Context: an optimization exercise on an open-source flow, tuned for small area, a short achievable clock period and few clock cycles per item. The choices shown serve that exercise and are no tape-out recipe. Only simulation tests tie the RTL to the original design; equivalence was not proved. Power is estimated from default activity; no workload was simulated.

**flow/design.v**
```verilog
`default_nettype none
package conv_pkg;
	typedef logic [31:0] word_t;
	typedef logic [3:0]  kidx_t;
	typedef logic [1:0]  kpos_t;
	typedef logic [5:0]  waddr_t;
	localparam int KERNEL_N = 9;
	localparam int IFMAP_N  = 16;
	localparam int RESULT_N = 4;
	localparam waddr_t KERNEL_BASE = 6'h00;
	localparam waddr_t IFMAP_BASE  = 6'h10;
	localparam waddr_t CTRL_ADDR   = 6'h20;
	localparam waddr_t STATUS_ADDR = 6'h21;
	localparam waddr_t RESULT_BASE = 6'h28;
	typedef enum logic [1:0] {C_IDLE, C_SCAN, C_DONE} comp_state_e;
	typedef enum logic [1:0] {E_IDLE, E_WAIT_LIST, E_RUN, E_DONE} eng_state_e;
endpackage
`default_nettype wire
`default_nettype none
module sparse_conv_top #(
	parameter int MUL_TERMS = 3
) (
	input  logic             clk,
	input  logic             rst_n,
	input  logic             wb_cyc_i,
	input  logic             wb_stb_i,
	input  logic             wb_we_i,
	input  conv_pkg::waddr_t wb_adr_i,
	input  conv_pkg::word_t  wb_dat_i,
	output conv_pkg::word_t  wb_dat_o,
	output logic             wb_ack_o
);
	function automatic logic [4:0] gfac(input logic [31:0] p);
		logic [4:0] lo;
		lo = p[4:0];
		if (|p[31:5] || lo >= 5'd21)
			gfac = 5'd21;
		else if (lo[4] && !lo[0])
			gfac = lo - 5'd1;
		else
			gfac = lo;
	endfunction
	function automatic logic [3:0] popcnt9(input logic [8:0] v);
		popcnt9 = '0;
		for (int i = 0; i < 9; i++) popcnt9 = popcnt9 + {3'd0, v[i]};
	endfunction
	function automatic logic [8:0] booth(input logic [5:0] b);
		logic [6:0] x;
		x = {b, 1'b0};
		for (int j = 0; j < 3; j++) begin
			booth[3*j]   = x[2*j+1] ^ x[2*j];
			booth[3*j+1] = (x[2*j+2] & ~x[2*j+1] & ~x[2*j]) | (~x[2*j+2] & x[2*j+1] & x[2*j]);
			booth[3*j+2] = x[2*j+2] & ~(x[2*j+1] & x[2*j]);
		end
	endfunction
	logic        ack_q;
	logic        rv_q;     
	logic        wv_q;     
	logic        s2_q;     
	logic [5:0]  adr_q;
	logic [31:0] dat_q;
	logic        access;
	assign access   = wb_cyc_i & wb_stb_i & ~(rv_q | wv_q);
	assign wb_ack_o = ack_q;
	always_ff @(posedge clk or negedge rst_n) begin
		if (!rst_n) begin
			ack_q <= 1'b0;
			rv_q  <= 1'b0;
			wv_q  <= 1'b0;
			s2_q  <= 1'b0;
		end else begin
			ack_q <= access;
			rv_q  <= access & ~wb_we_i;
			wv_q  <= access & wb_we_i;
			s2_q  <= wv_q;
		end
	end
	always_ff @(posedge clk) begin
		if (access) begin
			adr_q <= wb_adr_i;
			dat_q <= wb_dat_i;
		end
	end
	logic [31:0] kmem [3][3];    
	logic [8:0]  knz;
	logic [4:0]  gmem [4][4];    
	logic ph;       
	logic col;
	assign col = ~ph;
	function automatic logic [3:0] tap_rc(input logic [3:0] t);
		case (t)
			4'd0: tap_rc = {2'd0, 2'd0};
			4'd1: tap_rc = {2'd0, 2'd1};
			4'd2: tap_rc = {2'd0, 2'd2};
			4'd3: tap_rc = {2'd1, 2'd0};
			4'd4: tap_rc = {2'd1, 2'd1};
			4'd5: tap_rc = {2'd1, 2'd2};
			4'd6: tap_rc = {2'd2, 2'd0};
			4'd7: tap_rc = {2'd2, 2'd1};
			default: tap_rc = {2'd2, 2'd2};
		endcase
	endfunction
	function automatic logic is_kern(input logic [5:0] a);
		is_kern = (a[5:4] == 2'b00) && (a[3:0] < 4'd9);
	endfunction
	logic [5:0] adr_n;
	assign adr_n = wv_q ? adr_q : wb_adr_i;
	logic [2:0] csel_q, rsel0_q, rsel1_q;
	always_ff @(posedge clk) begin
		logic [3:0] rc;
		logic [1:0] kc_n, pr_n, pc_n;
		logic [2:0] tc;
		rc   = tap_rc(adr_n[3:0]);
		pr_n = adr_n[3:2];
		pc_n = adr_n[1:0];
		tc   = {1'b0, pc_n} - {2'b00, ph};
		if (is_kern(adr_n)) begin
			csel_q  <= 3'b001 << rc[1:0];
			rsel0_q <= 3'b001 << rc[3:2];
		end else begin
			csel_q  <= tc[2] ? 3'b000 : 3'(3'b001 << tc[1:0]);
			rsel0_q <= 3'(3'b001 << pr_n);
		end
		rsel1_q <= 3'((4'b0001 << pr_n) >> 1);
	end
	logic wr, kern, pix, sw1;
	assign wr   = wv_q | s2_q;
	assign kern = wr && is_kern(adr_q);
	assign pix  = wr && (adr_q[5:4] == 2'b01);
	assign sw1  = wv_q && (adr_q == 6'h20) && dat_q[0];
	logic [3:0] idx;
	logic [1:0] kr, kc, pr, pc;
	assign idx      = adr_q[3:0];
	assign {kr, kc} = tap_rc(idx);
	assign pr       = idx[3:2];
	assign pc       = idx[1:0];
	logic [31:0] kcolv [3];
	logic [31:0] kread0, kread1;
	always_comb begin
		for (int r = 0; r < 3; r++) begin
			kcolv[r] = ({32{csel_q[0]}} & kmem[r][0])
			         | ({32{csel_q[1]}} & kmem[r][1])
			         | ({32{csel_q[2]}} & kmem[r][2]);
		end
		kread0 = ({32{rsel0_q[0]}} & kcolv[0]) | ({32{rsel0_q[1]}} & kcolv[1])
		       | ({32{rsel0_q[2]}} & kcolv[2]);
		kread1 = ({32{rsel1_q[0]}} & kcolv[0]) | ({32{rsel1_q[1]}} & kcolv[1])
		       | ({32{rsel1_q[2]}} & kcolv[2]);
	end
	logic [1:0] gcol, grow0;
	logic [4:0] gcolv [4];
	logic [4:0] g_a, g_b;
	assign gcol  = kern ? kc + 2'(col) : pc;
	assign grow0 = kern ? kr : pr;
	always_comb begin
		for (int r = 0; r < 4; r++) gcolv[r] = gmem[r][gcol];
	end
	assign g_a = gcolv[grow0];
	assign g_b = gcolv[kr + 2'd1];
	logic [2:0] tcol;
	logic       tcol_ok;
	assign tcol    = {1'b0, pc} - {2'b00, col};
	assign tcol_ok = (tcol[2] == 1'b0) && (tcol[1:0] != 2'd3);
	logic [4:0] g_new;
	logic [5:0] g_dlt;
	assign g_new = gfac(dat_q);
	assign g_dlt = {1'b0, g_new} - {1'b0, g_a};
	logic v0, v1;
	assign v0 = pix && pr != 2'd3 && tcol_ok;
	assign v1 = pix && pr != 2'd0 && tcol_ok;
	logic [31:0] a0_q, a1_q;     
	logic [8:0]  b0_q, b1_q;     
	logic [31:0] kdiff;
	assign kdiff = bk_add(dat_q, ~kread0, 1'b1);
	always_ff @(posedge clk) begin
		a0_q <= kern ? kdiff : kread0;
		a1_q <= kern ? kdiff : kread1;
	end
	always_ff @(posedge clk or negedge rst_n) begin
		if (!rst_n) begin
			b0_q <= '0;
			b1_q <= '0;
			ph   <= 1'b0;
			for (int r = 0; r < 4; r++)
				for (int c = 0; c < 4; c++) gmem[r][c] <= '0;
		end else begin
			ph <= ~ph;
			if (kern) begin
				b0_q <= booth({1'b0, g_a});
				b1_q <= booth({1'b0, g_b});
			end else begin
				b0_q <= v0 ? booth(g_dlt) : 9'd0;
				b1_q <= v1 ? booth(g_dlt) : 9'd0;
			end
			if (pix && s2_q) gmem[pr][pc] <= g_new;
		end
	end
	always_ff @(posedge clk) begin
		if (kern && s2_q) begin
			kmem[kr][kc] <= dat_q;
			knz[idx]     <= |dat_q;
		end
	end
	function automatic logic [31:0] bk_add(input logic [31:0] x, input logic [31:0] y,
			input logic ci);
		logic [31:0] p, g, pp, gg;
		p     = x ^ y;
		g     = x & y;
		g[0]  = g[0] | (p[0] & ci);
		pp    = p;
		gg    = g;
		for (int l = 0; l < 5; l++)
			for (int i = 0; i < 32; i++)
				if ((i % (2 << l)) == ((2 << l) - 1)) begin
					gg[i] = gg[i] | (pp[i] & gg[i - (1 << l)]);
					pp[i] = pp[i] & pp[i - (1 << l)];
				end
		for (int l = 3; l >= 0; l--)
			for (int i = 0; i < 32; i++)
				if ((i % (2 << l)) == ((1 << l) - 1) && i >= (2 << l)) begin
					gg[i] = gg[i] | (pp[i] & gg[i - (1 << l)]);
					pp[i] = pp[i] & pp[i - (1 << l)];
				end
		bk_add = p ^ {gg[30:0], ci};
	endfunction
	function automatic logic [31:0] mac(input logic [31:0] acc,
			input logic [31:0] a, input logic [8:0] d);
		logic [31:0] p [3];
		logic [31:0] n;
		for (int j = 0; j < 3; j++) begin
			p[j] = ((a & {32{d[3*j]}}) | ((a << 1) & {32{d[3*j+1]}})) ^ {32{d[3*j+2]}};
		end
		n = {27'd0, d[8], 1'b0, d[5], 1'b0, d[2]};
		mac = acc + p[0] + (p[1] << 2) + (p[2] << 4) + n;
	endfunction
	logic        clr1_q, clr2_q;
	logic [31:0] r0a, r0b, r1a, r1b;
	always_ff @(posedge clk or negedge rst_n) begin
		if (!rst_n) begin
			clr1_q <= 1'b0;
			clr2_q <= 1'b0;
		end else begin
			clr1_q <= 1'b1;
			clr2_q <= clr1_q;
		end
	end
	always_ff @(posedge clk) begin
		r0a <= clr2_q ? r0b : '0;
		r0b <= mac(r0a, a0_q, b0_q);
		r1a <= clr2_q ? r1b : '0;
		r1b <= mac(r1a, a1_q, b1_q);
	end
	logic        done_q;
	logic        snap1_q, snap2_q;
	logic [3:0]  cnt_q;
	logic [31:0] h0a, h0b, h1a, h1b;
	logic        snap;
	assign snap = snap1_q | snap2_q;
	always_ff @(posedge clk or negedge rst_n) begin
		if (!rst_n) begin
			done_q  <= 1'b0;
			snap1_q <= 1'b0;
			snap2_q <= 1'b0;
			cnt_q   <= '0;
		end else begin
			snap1_q <= sw1;
			snap2_q <= snap1_q;
			if (sw1) begin
				done_q <= 1'b1;
				cnt_q  <= popcnt9(knz);
			end
		end
	end
	always_ff @(posedge clk) begin
		h0a <= h0b;
		h0b <= snap ? r0a : h0a;
		h1a <= h1b;
		h1b <= snap ? r1a : h1a;
	end
	logic [31:0] rd_q;
	logic [1:0]  rsel;
	assign rsel = {wb_adr_i[1], wb_adr_i[0] ^ ph};
	always_ff @(posedge clk) begin
		rd_q <= '0;
		if (wb_adr_i == 6'h21) begin
			rd_q[1]   <= done_q;
			rd_q[7:4] <= cnt_q;
		end else if (wb_adr_i[5:2] == 4'b1010 && done_q) begin
			case (rsel)
				2'd0: rd_q <= h0a;
				2'd1: rd_q <= h0b;
				2'd2: rd_q <= h1a;
				default: rd_q <= h1b;
			endcase
		end
	end
	assign wb_dat_o = rd_q;
endmodule
`default_nettype wire
```
**flow/constraint.sdc**
```tcl
create_clock -name core_clock -period 22.0 [get_ports {clk}]
set_input_delay 4.4000 -clock core_clock [delete_from_list [all_inputs] [get_ports {clk}]]
set_output_delay 4.4000 -clock core_clock [all_outputs]
set_load 0.01 [all_outputs]
```
**flow/run.sh**
```bash
#!/bin/bash
# synth_recipe.tcl (not shown) runs the flow's synth.tcl, then flattens the netlist and writes it again
# the make line also repeats each setting of config.mk as NAME=value (left out here)
make -C /OpenROAD-flow-scripts/flow DESIGN_CONFIG=/design/flow/config.mk WORK_HOME=/design/flow/orfs CLKGATE_MAP_FILE= SYNTH_SCRIPT=/design/flow/synth_recipe.tcl finish
```
**flow/config.mk**
```make
export PLATFORM = sky130hd
export DESIGN_NAME = sparse_conv_top
export DESIGN_NICKNAME = sparse_conv_top
export VERILOG_FILES = /design/flow/design.v
export SDC_FILE = /design/flow/constraint.sdc
export NUM_CORES = 4
export LEC_CHECK = 0
export CAP_MARGIN = 20
export CELL_PAD_IN_SITES_DETAIL_PLACEMENT = 1
export CELL_PAD_IN_SITES_GLOBAL_PLACEMENT = 2
export CORE_MARGIN = 2
export CORE_UTILIZATION = 40
export CTS_CLUSTER_DIAMETER = 80
export CTS_CLUSTER_SIZE = 20
export PLACE_DENSITY = 0.55
export SETUP_SLACK_MARGIN = 5
export SLEW_MARGIN = 20
```
==> notes.md <==
-- power breakdown --
| part | leakage, nW | switching (mW) | internal, mW | total, mW |
|---|---|---|---|---|
| Sequential | 7.52 | 0.0719 | 1.61 | 1.69 |
| Clock | 0.861 | 0.579 | 0.503 | 1.08 |
| Combinational | 9.65 | 0.217 | 0.122 | 0.339 |
-- per-stage QoR --
stage / hold WS (ns) / total power, mW / cells
final: 0.332 / 3.11 / 4793
after global routing: 0.349 / 3.24 / 4791
after CTS: 0.334 / 3.15 / 4791
after detailed placement: 0.332 / 2.06 / 4694
after global placement: 0.329 / 2.05 / 4693
after floorplan: 0.326 / 1.90 / 3428
-- Yosys cell counts, drive strengths merged, types with 3 or more instances --
| master | n | area (sq um) |
|---|---|---|
| a22oi | 306 | 2300 |
| dfrtp | 112 | 2800 |
| nand2b | 13 | 81.3 |
| mux2 | 95 | 1070 |
| a31o | 6 | 52.6 |
| a22o | 13 | 114 |
| buf | 36 | 183 |
| or2 | 7 | 43.8 |
| or3 | 4 | 25.0 |
| xor2 | 45 | 394 |
| o211ai | 8 | 65.1 |
| o31ai | 10 | 75.1 |
| nor2 | 137 | 514 |
| a2111oi | 3 | 26.3 |
| clkbuf | 124 | 465 |
| fa | 142 | 2840 |
| nand4 | 4 | 25.0 |
| o22ai | 9 | 56.3 |
| xnor2 | 223 | 1950 |
| edfxtp | 335 | 10100 |
| a222oi | 39 | 390 |
| nor2b | 11 | 76.3 |
| mux4 | 46 | 1040 |
| a21boi | 4 | 30.0 |
| a31oi | 10 | 62.6 |
| a21o | 36 | 270 |
| and2 | 98 | 613 |
| o21a | 6 | 45.0 |
| o32ai | 3 | 26.3 |
| a211oi | 9 | 67.6 |
| a21oi | 177 | 890 |
| nor3 | 16 | 80.1 |
| ha | 185 | 2310 |
| mux2i | 55 | 579 |
| o2111ai | 3 | 26.3 |
| o21ai | 61 | 305 |
| and3 | 8 | 50.1 |
| o21bai | 7 | 52.6 |
| nor4 | 11 | 68.8 |
| nand2 | 298 | 1120 |
| dfxtp | 365 | 7310 |
| nand3 | 24 | 120 |
| inv | 291 | 1090 |
-- logic make-up (layout without fill, tap and decap cells) --
family                   count (synthesis)  in the layout  synth area share, %
other                                    1              3              0.00936
multiplexers                           196            196                 6.71
buffers and inverters                  451            516                 4.34
AO/OA/AOI/OAI                          728            728                 12.6
flip-flops                             812            812                 50.3
AND/OR/NAND/NOR                        645            645                 7.32
adder cells (fa/ha/maj)                327            327                 12.9
XOR/XNOR                               268            268                 5.86
-- worst min path at each step --
stage / startpoint / slack, ns / end
after floorplan: h0b[0] / 0.33 / h0a[0]
after global placement: h0b[11] / 0.33 / h0a[11]
after detailed placement: h0b[10] / 0.33 / h0a[10]
after CTS: h1b[9] / 0.33 / h1a[9]
after global routing: h1b[9] / 0.35 / h1a[9]
final: h1b[9] / 0.33 / h1a[9]
-- per-layer routing --
metal | vias to the layer above | GRT usage (%)
li1 | 12200 | -
met1 | 13600 | 32.8
met2 | 556 | 38.8
met3 | 134 | 2.79
met4 | 2 | 5.82
met5 | - | 0
-- area by class of cell --
cell class              instances  share of cell area [%]
clock buffers                  75                    3.44
clock inverters                22                   0.567
inverters                     291                    2.48
flip-flops and latches        812                    45.8
well taps                    1298                    3.68
repair buffers                128                    2.60
diodes                          2                  0.0113
multi-input cells            2165                    41.5
==> flow_metrics.tcl <==
set metrics [dict create \
    status "finished clean" \
    cts_buffer_depth 3 \
    hold_path.class "reg2reg" \
    synth_cell_type_count 79 \
    layout_common_cells "dfxtp_1, edfxtp_1, a22oi_1" \
    ys.flop_type "dfxtp_1" \
    end_kind "output pin" \
    wl_met1_um 55500 \
    crit_fanout 1 \
    cts_buffers 55 \
    fin_worst_skew_ns 0.0274 \
    dp_hpwl_um 83800 \
    cp.depth 1 \
    grt.overflow.total 0 \
    peakVddDrop_mv 0.0527 \
    viasPerCell 5.53 \
    grt_pass1_wl_um 182000 \
    postLayoutCellArea_sq_um 44100 \
    mostFrequentLayoutCell "dfxtp_1" \
    place_congestion 0.825 \
    cts_setup_buffers 0 \
    reg2regPathDepth 18 \
    finalCritPeriodShare_pct 28.2 \
    ff2ff_setup_slack_ns 16.29 \
    dr.pass1.iters 6 \
    wl_met3_um 4780 \
    rsz0062_at_grt "no" \
    port_buffers 75 \
    synthArstFlopShare_pct 13.8 \
    reg_top3 "kmem x288, gmem x80" \
    fmax_mhz 161 \
    fin_crit_ns 6.20 \
    setup.worst_path.start "rd_q[5]" \
    clkSinkCount 812 \
    syn_to_final_growth_pct 10.0 \
    worstMarginPinSlew_ns 1.08 \
    syn_inst 3428 \
    critical_path_class "reg2out" \
    die_y_um 321 \
    preCtsSetupSlack_ns 15.14 \
    synth-edff-count 335 \
    hold_path_depth 0 \
    avgSynthCellArea_sq_um 11.7 \
    p_leak_nw 18.0 \
    drv_cap 0 \
    worst_r2r_startpoint "adr_q[0]" \
    vias 26500 \
    dr.first_iter.drc_count 1809 \
    worst-path-buf-inv 1 \
    clock_latency_ns 0.70 \
    drv_slew 0 \
    worst_slack_ns 15.80 \
    die_w_um 321 \
    highest_layer "met5" \
    ys_seq_elements 812 \
    post_cts_resized 0 \
    cp.arrival_ns 1.80 \
    drc 0 \
    cts_tree "built" \
    grt_max_degree 71 \
    ys_warn_count 6 \
    crit_chain "clkdlybuf4s50_1" \
    seq_area_sq_um 20200 \
    wl_per_cell_um 25.0 \
    root_buffer "clkbuf_16" \
    ios 76 \
    ant_nets 0 \
    crit_slowest_cell "clkdlybuf4s50_1" \
    fin_util_pct 44.2 \
    setup-violations-final 0 \
    finalSetupTns_ns 0 \
    worstPathRequired_ns 17.60 \
    relSlewSlack_pct 28.3 \
    rows 116 \
    hold_viol 0 \
    netlist_area_sq_um 40100 \
    grt_usage_pct 23.5 \
    antenna_found_initial 9 \
    nNetsFinal 3823 \
    met2WireLength_um 56500 \
    critPathLaunchType "flop" \
    yosysSeqAreaShare_pct 50.3 \
    routed_wl_um 120000 \
    clkSlewWorstSetupHoldPaths_ns 0.08 \
    design.core.area_sq_um 99700 \
    ctsHoldBuffers 0 \
    start_util_pct 40.2 \
    largest_reg_flops 288 \
    reg2reg_to "b1_q[7]" \
    dpl_cell_area_sq_um 42300 \
    power_density_nw_per_um2 70.5 \
    endpoint "wb_dat_o[5]" \
    dieArea_sq_um 103000 \
    largest_register "kmem" \
    drive_gt1_share_pct 9.36 \
    grt_pass1_vias 28300 \
    slowest_delay_ns 0.61 \
    syn_nets 3798 \
    cp_top_family "buffers and inverters" \
    num-fill-cells 10400 \
    multi_input_area_sq_um 18300 \
    htreeDepth 2 \
]
Testbench counts, summed over its fixed seeds: cycles 18,588, items 384.

port drivers added, routing unchanged:
How much do the figures lean on ideal ports? The routed layout below was timed once more, with nothing changed but the port constraints. Step 1, drivers: a clkbuf_16 drives clk and a buf_2 each remaining input, both assumed. Step 2 adds t to the input delays and takes it off the output delays; t is the mean of the earliest and latest rising clock arrival at the registers after step 1. Input paths then give back, and output paths get back, about the clock's delay inside the block. a / b / c = no drivers / after step 1 / after step 2; a / b = the first two.
shift t [ns]: 0.754
slack for setup (ns): 15.800 / 15.729 / 15.169
pins driven straight from the clock port: 1
After both steps setup and hold are still met in this run. For this run, drivers alone change the setup slack by -0.071 ns; drivers and shift together by -0.631 ns.
